From an optimization exercise on the open Yosys and OpenROAD flow, aimed at small area, a short achievable clock period and few clock cycles per item; shortcuts taken in it are not production practice.
Only simulation tests tie the RTL to the original design; equivalence was not proved.

`flow/design.v`:
```
module chacha_block_engine #(
  parameter int ROUNDS       = 20,
  parameter int QR_PER_CYCLE = 4
) (
  input  logic         clk,
  input  logic         rst,
  input  logic         in_valid,
  output logic         in_ready,
  input  logic [255:0] key,
  input  logic [95:0]  nonce,
  input  logic [31:0]  counter,
  input  logic         next,
  output logic         ctr_wrap,
  output logic [511:0] ks,
  output logic         out_valid,
  input  logic         out_ready
);
  localparam logic [1:0] S_IDLE = 2'd0, S_ROUND = 2'd1, S_FINAL = 2'd2, S_DONE = 2'd3;
  localparam int RC_W = $clog2(ROUNDS);
  localparam logic [RC_W-1:0] RC_LAST = ROUNDS - 1;
  localparam logic [127:0] SIGMA = {32'h6b206574, 32'h79622d32, 32'h3320646e, 32'h61707865};
  function automatic logic [31:0] rotl(input logic [31:0] v, input int sh);
    rotl = (v << sh) | (v >> (32 - sh));
  endfunction
  function automatic logic [127:0] quarter_round(input logic [31:0] a_i, b_i, c_i, d_i);
    logic [31:0] a, b, c, d;
    a = a_i + b_i;  d = rotl(d_i ^ a, 16);
    c = c_i + d;    b = rotl(b_i ^ c, 12);
    a = a + b;      d = rotl(d ^ a, 8);
    c = c + d;      b = rotl(b ^ c, 7);
    quarter_round = {d, c, b, a};
  endfunction
  logic [1:0]        state_q, state_d;
  logic [511:0]      init_q, work_q, work_d, load_blk, ks_q, ks_d;
  logic [RC_W-1:0]   rc_q;
  logic [1:0]        qc_q;
  logic              start, round_done, last_round;
  always_comb begin
    logic [127:0] qr_out;
    work_d = work_q;
    qr_out = '0;
    for (int k = 0; k < 4; k++) begin
      if (QR_PER_CYCLE == 4 || qc_q == k) begin
        if (!rc_q[0]) begin
          qr_out = quarter_round(work_q[32*k +: 32], work_q[32*(4+k) +: 32],
                                 work_q[32*(8+k) +: 32], work_q[32*(12+k) +: 32]);
          work_d[32*k      +: 32] = qr_out[31:0];
          work_d[32*(4+k)  +: 32] = qr_out[63:32];
          work_d[32*(8+k)  +: 32] = qr_out[95:64];
          work_d[32*(12+k) +: 32] = qr_out[127:96];
        end else begin
          qr_out = quarter_round(work_q[32*k +: 32], work_q[32*(4+((k+1)%4)) +: 32],
                                 work_q[32*(8+((k+2)%4)) +: 32], work_q[32*(12+((k+3)%4)) +: 32]);
          work_d[32*k                +: 32] = qr_out[31:0];
          work_d[32*(4+((k+1)%4))    +: 32] = qr_out[63:32];
          work_d[32*(8+((k+2)%4))    +: 32] = qr_out[95:64];
          work_d[32*(12+((k+3)%4))   +: 32] = qr_out[127:96];
        end
      end
    end
  end
  always_comb begin
    load_blk = {nonce, counter, key, SIGMA};
    if (!in_valid) begin
      load_blk            = init_q;
      load_blk[415:384]   = init_q[415:384] + 32'd1;
    end
    for (int i = 0; i < 16; i++) ks_d[32*i +: 32] = work_q[32*i +: 32] + init_q[32*i +: 32];
  end
  logic primed_q, wrap_q;
  assign start    = in_ready && (in_valid || (next && primed_q));
  assign ctr_wrap = wrap_q;
  always_ff @(posedge clk or posedge rst) begin
    if (rst) begin
      primed_q <= 1'b0;
      wrap_q   <= 1'b0;
    end else if (start) begin
      primed_q <= 1'b1;
      wrap_q   <= in_valid ? 1'b0 : (wrap_q | (init_q[415:384] == 32'hFFFF_FFFF));
    end
  end
  assign round_done = (QR_PER_CYCLE == 4) || (qc_q == 2'd3);
  assign last_round = (state_q == S_ROUND) && round_done && (rc_q == RC_LAST);
  always_ff @(posedge clk or posedge rst) begin
    if (rst) state_q <= S_IDLE;
    else     state_q <= state_d;
  end
  always_comb begin
    state_d = state_q;
    case (state_q)
      S_IDLE:  if (start)      state_d = S_ROUND;
      S_ROUND: if (last_round) state_d = S_FINAL;
      S_FINAL:                 state_d = S_DONE;
      S_DONE:  if (out_ready)  state_d = S_IDLE;
      default:                 state_d = S_IDLE;
    endcase
  end
  always_comb begin
    in_ready  = (state_q == S_IDLE);
    out_valid = (state_q == S_DONE);
  end
  always_ff @(posedge clk or posedge rst) begin
    if (rst) begin
      init_q <= '0;
      work_q <= '0;
      ks_q   <= '0;
      rc_q   <= '0;
      qc_q   <= '0;
    end else begin
      if (start) begin
        init_q <= load_blk;
        work_q <= load_blk;
        rc_q   <= '0;
        qc_q   <= '0;
      end else if (state_q == S_ROUND) begin
        work_q <= work_d;
        if (round_done) rc_q <= rc_q + 1'b1;
        if (QR_PER_CYCLE == 1) qc_q <= qc_q + 2'd1;
      end
      if (state_q == S_FINAL) ks_q <= ks_d;
    end
  end
  assign ks = ks_q;
endmodule
```
`flow/run.sh`:
```
#!/bin/bash
# synth_recipe.tcl (not shown) runs the flow's synth.tcl, then flattens the netlist and writes it again
# the make line also repeats each setting of config.mk as NAME=value (left out here)
make -C /OpenROAD-flow-scripts/flow DESIGN_CONFIG=/design/flow/config.mk WORK_HOME=/design/flow/orfs CLKGATE_MAP_FILE= SYNTH_SCRIPT=/design/flow/synth_recipe.tcl finish
```
`flow/config.mk`:
```
export PLATFORM = sky130hd
export DESIGN_NAME = chacha_block_engine
export DESIGN_NICKNAME = chacha_block_engine
export VERILOG_FILES = /design/flow/design.v
export SDC_FILE = /design/flow/constraint.sdc
export NUM_CORES = 4
export LEC_CHECK = 0
export CAP_MARGIN = 40
export CORE_MARGIN = 2
export CORE_UTILIZATION = 25
export GPL_ROUTABILITY_DRIVEN = 1
export PLACE_DENSITY = 0.4
export SETUP_SLACK_MARGIN = 0.4
export SLEW_MARGIN = 40
```
`flow/constraint.sdc`:
```
create_clock -name core_clock -period 13.5 [get_ports {clk}]
set_input_delay 2.7000 -clock core_clock [delete_from_list [all_inputs] [get_ports {clk}]]
set_output_delay 2.7000 -clock core_clock [all_outputs]
set_load 0.01 [all_outputs]
```
==> impl_metrics.ini, run 1 <==
[die]
chipWidth_um = 776
die_h_um = 776
die_area_um2 = 603000
core_um2 = 594000
num_io_pins = 904
rows = 283
start_util_pct = 25.1

[sta]
worstMarginPinSlew_ns = 1.04
finalHoldViolCount = 0
min_period_ns = 13.01
rsz0062_at_grt = false
finClkSkew_ns = 0.113
maxSlewViolCount = 0
max_slew_margin_pct = 28.6
fmaxAchievable_mhz = 76.9
period_share_pct = 96.3
setup_violations = 0

[setup_path]
r2r_setup_slack_ns = 0.49
critPathCaptureType = flop
path_max_fanout = 5
reg2reg_from = work_q[132]
max_stage_delay_ns = 0.72
ff2ff_path_depth = 53
timing.rr.end = work_q[133]
required_ns = 14.44
start_kind = flop
cp_slowest_cell = dfrtp_1
criticalPathCategory = reg -> reg
crit_top_cell = buf_4
worst_ep_arrival_time_ns = 13.94

[clock_network]
clkTransAtPathRegs_ns = 0.07
cts_buffers = 216
hold_buffers = 0
clk_latency_ns = 1.05
cts_htree_levels = 4
tritoncts = done
cts_root_buf = clkbuf_16
cts.path.max_buffers = 4
cts_sinks = 1545

[global_route]
grt_pass1_wl_mm = 1490
grt_overflow_total = 0
track_usage_pct = 37.2
grt_max_degree = 141
antenna_found_initial = 207
grt_pass1_vias = 151000

[synth]
ys_seq_area_share_pct = 25.9
ys_seq_elements = 1545
synthFlopType = dfrtp_1
syn_inst = 17400
syn-mean-instance-area_um2 = 8.59
synth-edff-count = 0
async_flop_share_pct = 100
synth_area_um2 = 149000
synthesis.nets = 19300
synthDistinctLibCells = 107
yosys_warnings = 1

[worst_hold_path]
hold_path_end = ks_q[198]
hp-class = reg -> reg
min_from = ks_q[198]
hold_path_depth = 1

[job]
cap_viol_max_count = 0

[cells_and_area]
final_nets = 22700
areaGrowthSynthToFinish_pct = 33.9
fin_cells = 28900
drive_above_1_share_pct = 20.8

[status]
status = timing/DRC/antenna clean

[route]
route.detailed.drc = 0
drt-initial-drc-count = 19000
drt-pass1-iter-count = 6
wl_per_cell_um = 40.4
vias = 160000
drt_wl_total_mm = 1170
antenna_left = 0
viasPerCell = 5.54

[placement]
dp.cells = 28300
dp_hpwl_mm = 998
gp_congestion = 1.07
portBuffers = 903
## logic make-up after synthesis
group	count (synthesis)	share of synthesized area (%)
XOR/XNOR	2399	14.6
multiplexers	914	6.48
buffers and inverters	1069	2.70
AO/OA/AOI/OAI	5295	23.0
AND/OR/NAND/NOR	4585	14.0
flip-flops	1545	25.9
adder cells (fa/ha/maj)	1558	13.3
## flip-flops by register name, indices dropped and copies added, names as in the netlist
name,cells
init_q,512
ks_q,512
primed_q,1
wrap_q,1
rc_q,5
work_q,512
state_q,2
## synthesized netlist by cell type (25+ instances only)
| master | instances | area [um^2] |
|---|---|---|
| nand2_1 | 1917 | 7200 |
| dfrtp_1 | 1545 | 38700 |
| a21oi_1 | 1512 | 7570 |
| ha_1 | 1510 | 18900 |
| xnor2_1 | 1177 | 10300 |
| xor2_1 | 1167 | 10200 |
| o21ai_0 | 1042 | 5220 |
| nor2_1 | 1023 | 3840 |
| a21o_1 | 717 | 5380 |
| mux2i_1 | 501 | 5010 |
| clkbuf_1 | 494 | 1850 |
| inv_1 | 455 | 1710 |
| mux2_2 | 413 | 4650 |
| nand3_1 | 281 | 1410 |
| nor3_1 | 281 | 1410 |
| o21a_1 | 268 | 2010 |
| a211oi_1 | 205 | 1540 |
| o21bai_1 | 204 | 1530 |
| nand2b_1 | 201 | 1260 |
| o211ai_1 | 200 | 1500 |
| nor2b_1 | 182 | 1140 |
| and2_1 | 164 | 1030 |
| a31oi_1 | 162 | 1010 |
| nand4_1 | 126 | 788 |
| o31ai_1 | 124 | 931 |
| and3_1 | 122 | 763 |
| buf_1 | 114 | 428 |
| a221oi_1 | 94 | 823 |
| o22ai_1 | 74 | 463 |
| or2_2 | 65 | 407 |
| or3_1 | 57 | 357 |
| a211o_1 | 56 | 490 |
| a221o_1 | 54 | 541 |
| a22oi_1 | 50 | 375 |
| fa_1 | 48 | 961 |
| a2111oi_0 | 41 | 359 |
| a21boi_0 | 40 | 300 |
| nand3b_1 | 39 | 293 |
| a31o_2 | 38 | 333 |
| o21ai_1 | 38 | 190 |
| xnor3_1 | 34 | 766 |
| and4_1 | 28 | 245 |
| o221ai_1 | 28 | 245 |
| nor3b_1 | 25 | 188 |
| o2bb2ai_1 | 25 | 219 |
## how the worst max path moves through the flow
stage | endpoint | startpoint | depth (start not counted) | slack, ns
2_1_floorplan | init_q[0] | rst | 1 | -10.60
3_3_place_gp | work_q[252] | work_q[96] | 56 | -0.67
3_5_place_dp | work_q[252] | work_q[96] | 56 | -0.36
4_1_cts | work_q[316] | work_q[160] | 53 | 0.39
5_1_grt | work_q[337] | work_q[160] | 54 | 0.37
6_report | work_q[133] | work_q[132] | 53 | 0.49
## area by class of cell
class,instances,area [um^2]
inverter,456,1750
antenna,72,180
sequential,1545,38800
fill,62900,394000
clock buffer,301,6090
clock inverter,93,1300
tap,7837,9810
multi-input combinational,14800,110000
timing repair buffer,3795,32200
## layer usage
layer | part of all wire, % | vias up | GRT usage, %
li1 | - | 69800 | -
met1 | 44 | 80500 | 51.2
met5 | 0.031 | - | 0
met2 | 40 | 7765 | 52.8
met4 | 7.6 | 52 | 23.0
met3 | 8.1 | 1578 | 7.58
## repair_timing
item | 4_1_cts | 5_1_grt
pin swaps | 7 | 65
gates resized for setup | 76 | 210
endpoints found under the setup margin | 123 | 167
setup buffers | 5 | 31
## layout by cell type (no fill, tap or decap), types with 53 or more instances in the layout
cell / Yosys / layout
mux2_2: 413 / 413
xor2_1: 1167 / 1065
nand2b_1: 201 / 199
nor2b_1: 182 / 180
o21a_1: 268 / 268
nand2_1: 1917 / 1910
xnor2_1: 1177 / 1064
buf_12: 0 / 96
xnor2_2: 2 / 105
clkbuf_16: 0 / 216
dfrtp_1: 1545 / 1476
o211ai_1: 200 / 200
a21oi_1: 1512 / 1472
or2_2: 65 / 65
o21ai_0: 1042 / 1002
o31ai_1: 124 / 109
a21o_1: 717 / 717
nor3_1: 281 / 280
mux2i_1: 501 / 464
inv_1: 455 / 450
a211o_1: 56 / 56
a31oi_1: 162 / 154
o22ai_1: 74 / 73
buf_4: 0 / 2770
or3_1: 57 / 57
o21bai_1: 204 / 204
dfrtp_2: 0 / 67
a221o_1: 54 / 53
diode_2: 0 / 72
and2_1: 164 / 163
o21ai_1: 38 / 61
and3_1: 122 / 122
xor2_2: 0 / 95
nor2_1: 1023 / 1010
clkdlybuf4s50_1: 0 / 902
nand3_1: 281 / 277
nand4_1: 126 / 126
ha_1: 1510 / 1505
a211oi_1: 205 / 185
a221oi_1: 94 / 86
## critical path, delay by kind of cell, from the launching register on
kind / cells / cell delay (ns)
adder cells (fa/ha/maj): 4 / 1.43
flip-flops: 1 / 0.72
AND/OR/NAND/NOR: 8 / 2.00
XOR/XNOR: 5 / 0.93
buffers and inverters: 14 / 2.39
AO/OA/AOI/OAI: 22 / 5.36
## per-stage QoR
step           setup TNS [ns]  hold slack [ns]  setup slack, ns  util (%)  cell area, um^2
4_1_cts                     0            0.487            0.389      33.3           198000
5_1_grt                     0            0.497            0.371      33.6           200000
2_1_floorplan               -            0.457           -10.60         -           149000
3_3_place_gp           -12.80            0.465           -0.666      31.8           189000
6_report                    0            0.480            0.495      33.6           200000
3_5_place_dp            -3.85            0.472           -0.356      32.0           190000
Testbench counts, summed over its fixed seeds: cycles 11,776, items 512.
==> inputs of run 2 (changes only) <==
==> flow/design.v (replaced) <==
module chacha_block_engine #(
  parameter int ROUNDS       = 20,
  parameter int QR_PER_CYCLE = 4
) (
  input  logic         clk,
  input  logic         rst,
  input  logic         in_valid,
  output logic         in_ready,
  input  logic [255:0] key,
  input  logic [95:0]  nonce,
  input  logic [31:0]  counter,
  input  logic         next,
  output logic         ctr_wrap,
  output logic [511:0] ks,
  output logic         out_valid,
  input  logic         out_ready
);
  localparam int RC_W = $clog2(ROUNDS);
  localparam logic [RC_W-1:0] RC_LAST = ROUNDS - 1;
  localparam logic [127:0] SIGMA = {32'h6b206574, 32'h79622d32, 32'h3320646e, 32'h61707865};
  function automatic logic [31:0] rotl(input logic [31:0] v, input int sh);
    rotl = (v << sh) | (v >> (32 - sh));
  endfunction
  function automatic logic [127:0] quarter_round(input logic [31:0] a_i, b_i, c_i, d_i);
    logic [31:0] a, b, c, d;
    a = a_i + b_i;  d = rotl(d_i ^ a, 16);
    c = c_i + d;    b = rotl(b_i ^ c, 12);
    a = a + b;      d = rotl(d ^ a, 8);
    c = c + d;      b = rotl(b ^ c, 7);
    quarter_round = {d, c, b, a};
  endfunction
  logic [511:0]    work_q, work_d, load_blk;
  logic [255:0]    key_q;
  logic [95:0]     nonce_q;
  logic [31:0]     ctr_q, ctr_ld;
  logic [RC_W-1:0] rc_q;
  logic            run_q, done_q, primed_q, wrap_q;
  logic            start;
  always_comb begin
    logic [127:0] qr_out;
    work_d = work_q;
    for (int k = 0; k < 4; k++) begin
      if (!rc_q[0]) begin
        qr_out = quarter_round(work_q[32*k +: 32], work_q[32*(4+k) +: 32],
                               work_q[32*(8+k) +: 32], work_q[32*(12+k) +: 32]);
        work_d[32*k      +: 32] = qr_out[31:0];
        work_d[32*(4+k)  +: 32] = qr_out[63:32];
        work_d[32*(8+k)  +: 32] = qr_out[95:64];
        work_d[32*(12+k) +: 32] = qr_out[127:96];
      end else begin
        qr_out = quarter_round(work_q[32*k +: 32], work_q[32*(4+((k+1)%4)) +: 32],
                               work_q[32*(8+((k+2)%4)) +: 32], work_q[32*(12+((k+3)%4)) +: 32]);
        work_d[32*k                +: 32] = qr_out[31:0];
        work_d[32*(4+((k+1)%4))    +: 32] = qr_out[63:32];
        work_d[32*(8+((k+2)%4))    +: 32] = qr_out[95:64];
        work_d[32*(12+((k+3)%4))   +: 32] = qr_out[127:96];
      end
    end
  end
  assign start    = in_ready && (in_valid || (next && primed_q));
  assign ctr_ld   = in_valid ? counter : ctr_q + 32'd1;
  assign ctr_wrap = wrap_q;
  always_comb begin
    load_blk = {nonce_q, ctr_ld, key_q, SIGMA};
    if (in_valid) load_blk = {nonce, counter, key, SIGMA};
  end
  assign in_ready  = !run_q && (!done_q || out_ready);
  assign out_valid = done_q;
  always_ff @(posedge clk or posedge rst) begin
    if (rst) begin
      run_q    <= 1'b0;
      done_q   <= 1'b0;
      primed_q <= 1'b0;
      wrap_q   <= 1'b0;
      rc_q     <= '0;
    end else begin
      if (start) begin
        run_q    <= 1'b1;
        done_q   <= 1'b0;
        primed_q <= 1'b1;
        wrap_q   <= in_valid ? 1'b0 : (wrap_q | (ctr_q == 32'hFFFF_FFFF));
        rc_q     <= '0;
      end else if (run_q) begin
        rc_q <= rc_q + 1'b1;
        if (rc_q == RC_LAST) begin
          run_q  <= 1'b0;
          done_q <= 1'b1;
        end
      end else if (out_ready) begin
        done_q <= 1'b0;
      end
    end
  end
  always_ff @(posedge clk) begin
    if (start) begin
      work_q  <= load_blk;
      ctr_q   <= ctr_ld;
      if (in_valid) begin
        key_q   <= key;
        nonce_q <= nonce;
      end
    end else if (run_q) begin
      work_q <= work_d;
    end
  end
  logic [511:0] init_s;
  assign init_s = {nonce_q, ctr_q, key_q, SIGMA};
  always_comb begin
    for (int i = 0; i < 16; i++) ks[32*i +: 32] = work_q[32*i +: 32] + init_s[32*i +: 32];
  end
endmodule
==> run 2 against run 1 <==
  * Area after synthesis decreased by 21%
  * Still clean on timing, DRC and antenna
  * Largest cell class unchanged
  * Register-to-register slack improved by 0.19 ns
==> impl_metrics.ini, run 2 <==
[route]
routed.top_layer = met5
drt-met1-wl_mm = 422
antenna_left = 0
drt-pass1-iter-count = 7
vias = 132000
wl_met3_mm = 94.6
wl_per_cell_um = 42.4
viasPerCell = 5.58
drt_wl_total_mm = 1000
wl_met2_mm = 405
route.detailed.drc = 0
drt-initial-drc-count = 16700

[clock_network]
hold_buffers = 0
clkTransAtPathRegs_ns = 0.06
cts.path.max_buffers = 4
cts_root_buf = clkbuf_16
cts_sinks = 905
tritoncts = done
cts_buffers = 145
cts_htree_levels = 4
clk_latency_ns = 0.94

[synth]
syn-mean-instance-area_um2 = 8.71
synth-edff-count = 896
synth_top_area_share_pct = 22.9
synth_area_um2 = 118000
yosysMostFrequentCell = a21oi_1
synthDistinctLibCells = 95
yosys_warnings = 1
synthFlopType = edfxtp_1
synth_common_cells = a21oi_1 (1,399), ha_1 (1,378), xor2_1 (1,235), xnor2_1 (1,124), nor2_1 (937)
ys_seq_area_share_pct = 23.1
synthesis.nets = 15300
ys_seq_elements = 905
async_flop_share_pct = 0.994
syn_inst = 13500
yosysTopAreaCell = edfxtp_1
netlist_top_cells_area = edfxtp_1 (23%), ha_1 (15%), xor2_1 (9.2%), xnor2_1 (8.4%), a21oi_1 (6.0%)

[status]
status = timing/DRC/antenna clean

[setup_path]
timing.rr.end = work_q[197]
crit_buf_inv = 9
cp_slowest_cell = or4b_2
max_stage_delay_ns = 0.70
critPathCaptureType = flop
reg2reg_from = work_q[64]
r2r_setup_slack_ns = 0.69
criticalPathCategory = reg -> reg
crit_top_cell = buf_4
path_depth = 56
worst_ep_arrival_time_ns = 13.46
path_max_fanout = 6
required_ns = 14.15
crit_start = work_q[64]
crit_family = compound AO/OA/AOI/OAI gates
ff2ff_path_depth = 56
start_kind = flop
crit_end = work_q[197]

[die]
die_area_um2 = 476000
die_h_um = 690
chipWidth_um = 690
core_um2 = 468000
rows = 251
start_util_pct = 25.1
num_io_pins = 904

[sta]
rsz0062_at_grt = true
period_share_pct = 94.9
worstMarginPinSlew_ns = 1.08
maxSlewViolCount = 0
fmaxAchievable_mhz = 78.0
min_period_ns = 12.81
finalHoldViolCount = 0
hold_slack_ns = 0.480
setup_violations = 0
fin_ws_ns = 0.687
finClkSkew_ns = 0.0581
max_slew_margin_pct = 28.2
tns_ns = 0

[job]
cap_viol_max_count = 0

[worst_hold_path]
hp-class = reg -> reg

[global_route]
grt_pass1_vias = 124000
track_usage_pct = 40.5
antenna_found_initial = 166
grt_pass1_wl_mm = 1260
grt_overflow_total = 0
grt_max_degree = 126

[cells_and_area]
drive_above_1_share_pct = 22.1
fin_cells = 23700
final_nets = 19100
largest_reg_flops = 512
final_cell_mix = buf_4 (2,928), a21oi_1 (1,374), ha_1 (1,374)
largest-register = work_q
top_regs = work_q: 512 flops, key_q: 256 flops, nonce_q: 96 flops
num-fill-cells = 49300
areaGrowthSynthToFinish_pct = 40.2
layout_commonest_cell = buf_4

[placement]
portBuffers = 903
dp_slack_ns = -0.118
dp_hpwl_mm = 884
dp.cells = 23300
gp_congestion = 1.11
==> run 2: cell count changes after synthesis, sizes merged, moves of 206 or more <==
cell and delta:
mux2 -393, dfrtp -1536, o21ai -319, edfxtp +896
clkbuf -206, nand2 -1058
==> run 2: how the worst min path moves through the flow <==
stage	cells after the start	slack (ns)	from	end
after floorplan	1	0.44	primed_q	primed_q
after global placement	1	0.46	primed_q	primed_q
after detailed placement	1	0.46	primed_q	primed_q
after CTS	1	0.47	primed_q	primed_q
after global routing	1	0.53	primed_q	primed_q
final	1	0.48	primed_q	primed_q
==> run 2: timing repair <==
item / in CTS / in global routing
pin swaps: 1 / 49
setup endpoints to repair: 40 / 170
setup buffers: 1 / 37
gates resized for setup: 27 / 213
==> run 2: per-layer routing <==
| metal | GRT usage (%) | vias to the layer above |
|---|---|---|
| met1 | 52.9 | 65900 |
| met4 | 26.8 | 52 |
| met5 | 0 | - |
| met3 | 11.4 | 1444 |
| li1 | - | 57700 |
| met2 | 58.0 | 6835 |
==> run 2: layout make-up <==
type | count | area (um^2) | area share (%)
Antenna cell | 87 | 218 | 0.132
Clock buffer | 171 | 3790 | 2.30
Clock inverter | 90 | 860 | 0.522
Inverter | 396 | 1510 | 0.918
Multi-Input combinational cell | 11800 | 90200 | 54.8
Sequential cell | 905 | 27100 | 16.5
Tap cell | 6198 | 7750 | 4.71
Timing Repair Buffer | 3960 | 33300 | 20.2
==> run 2: stage by stage <==
stage               util, %  instance area [um^2]
finish                 35.2                165000
global route           35.2                165000
CTS                    34.9                163000
detailed placement     33.9                158000
global placement       33.6                157000
floorplan                 -                118000
==> run 2: cell families after synthesis <==
family	share of synthesized area [%]
AO/OA/AOI/OAI	24.1
AND/OR/NAND/NOR	12.9
XOR/XNOR	18.7
adder cells (fa/ha/maj)	15.4
flip-flops	23.1
buffers and inverters	2.39
multiplexers	3.50
Testbench counts of run 2, summed over its fixed seeds: cycles 10,760, items 512.

static timing again, ports no longer ideal:
The flow's constraints put no driver on any port. The routed layouts listed below were extracted and timed again, unchanged, in two steps. Step 1: set_driving_cell puts a clkbuf_16 on clk and a buf_2 on each other input, an assumption about the parent block. Step 2 moves the port delays by t, midway between the first and last clock arrival at a register: inputs arrive t later, outputs are due t later. That takes back most of the time a late clock gives input paths. Three values: ideal, step 1, step 2; two values: the first two.
| run | shift t [ns] | slack for setup (ns) | clock arrival spread, ns | worst slew at a driven data input, ns |
|---|---|---|---|---|
| run 1 | 1.121 | 0.495 / 0.495 / 0.495 | 0.113 / 0.114 | 0.28 |
| run 2 | 1.046 | 0.687 / 0.687 / 0.687 | 0.062 / 0.061 | 0.27 |
After both steps every run listed still meets setup and hold.
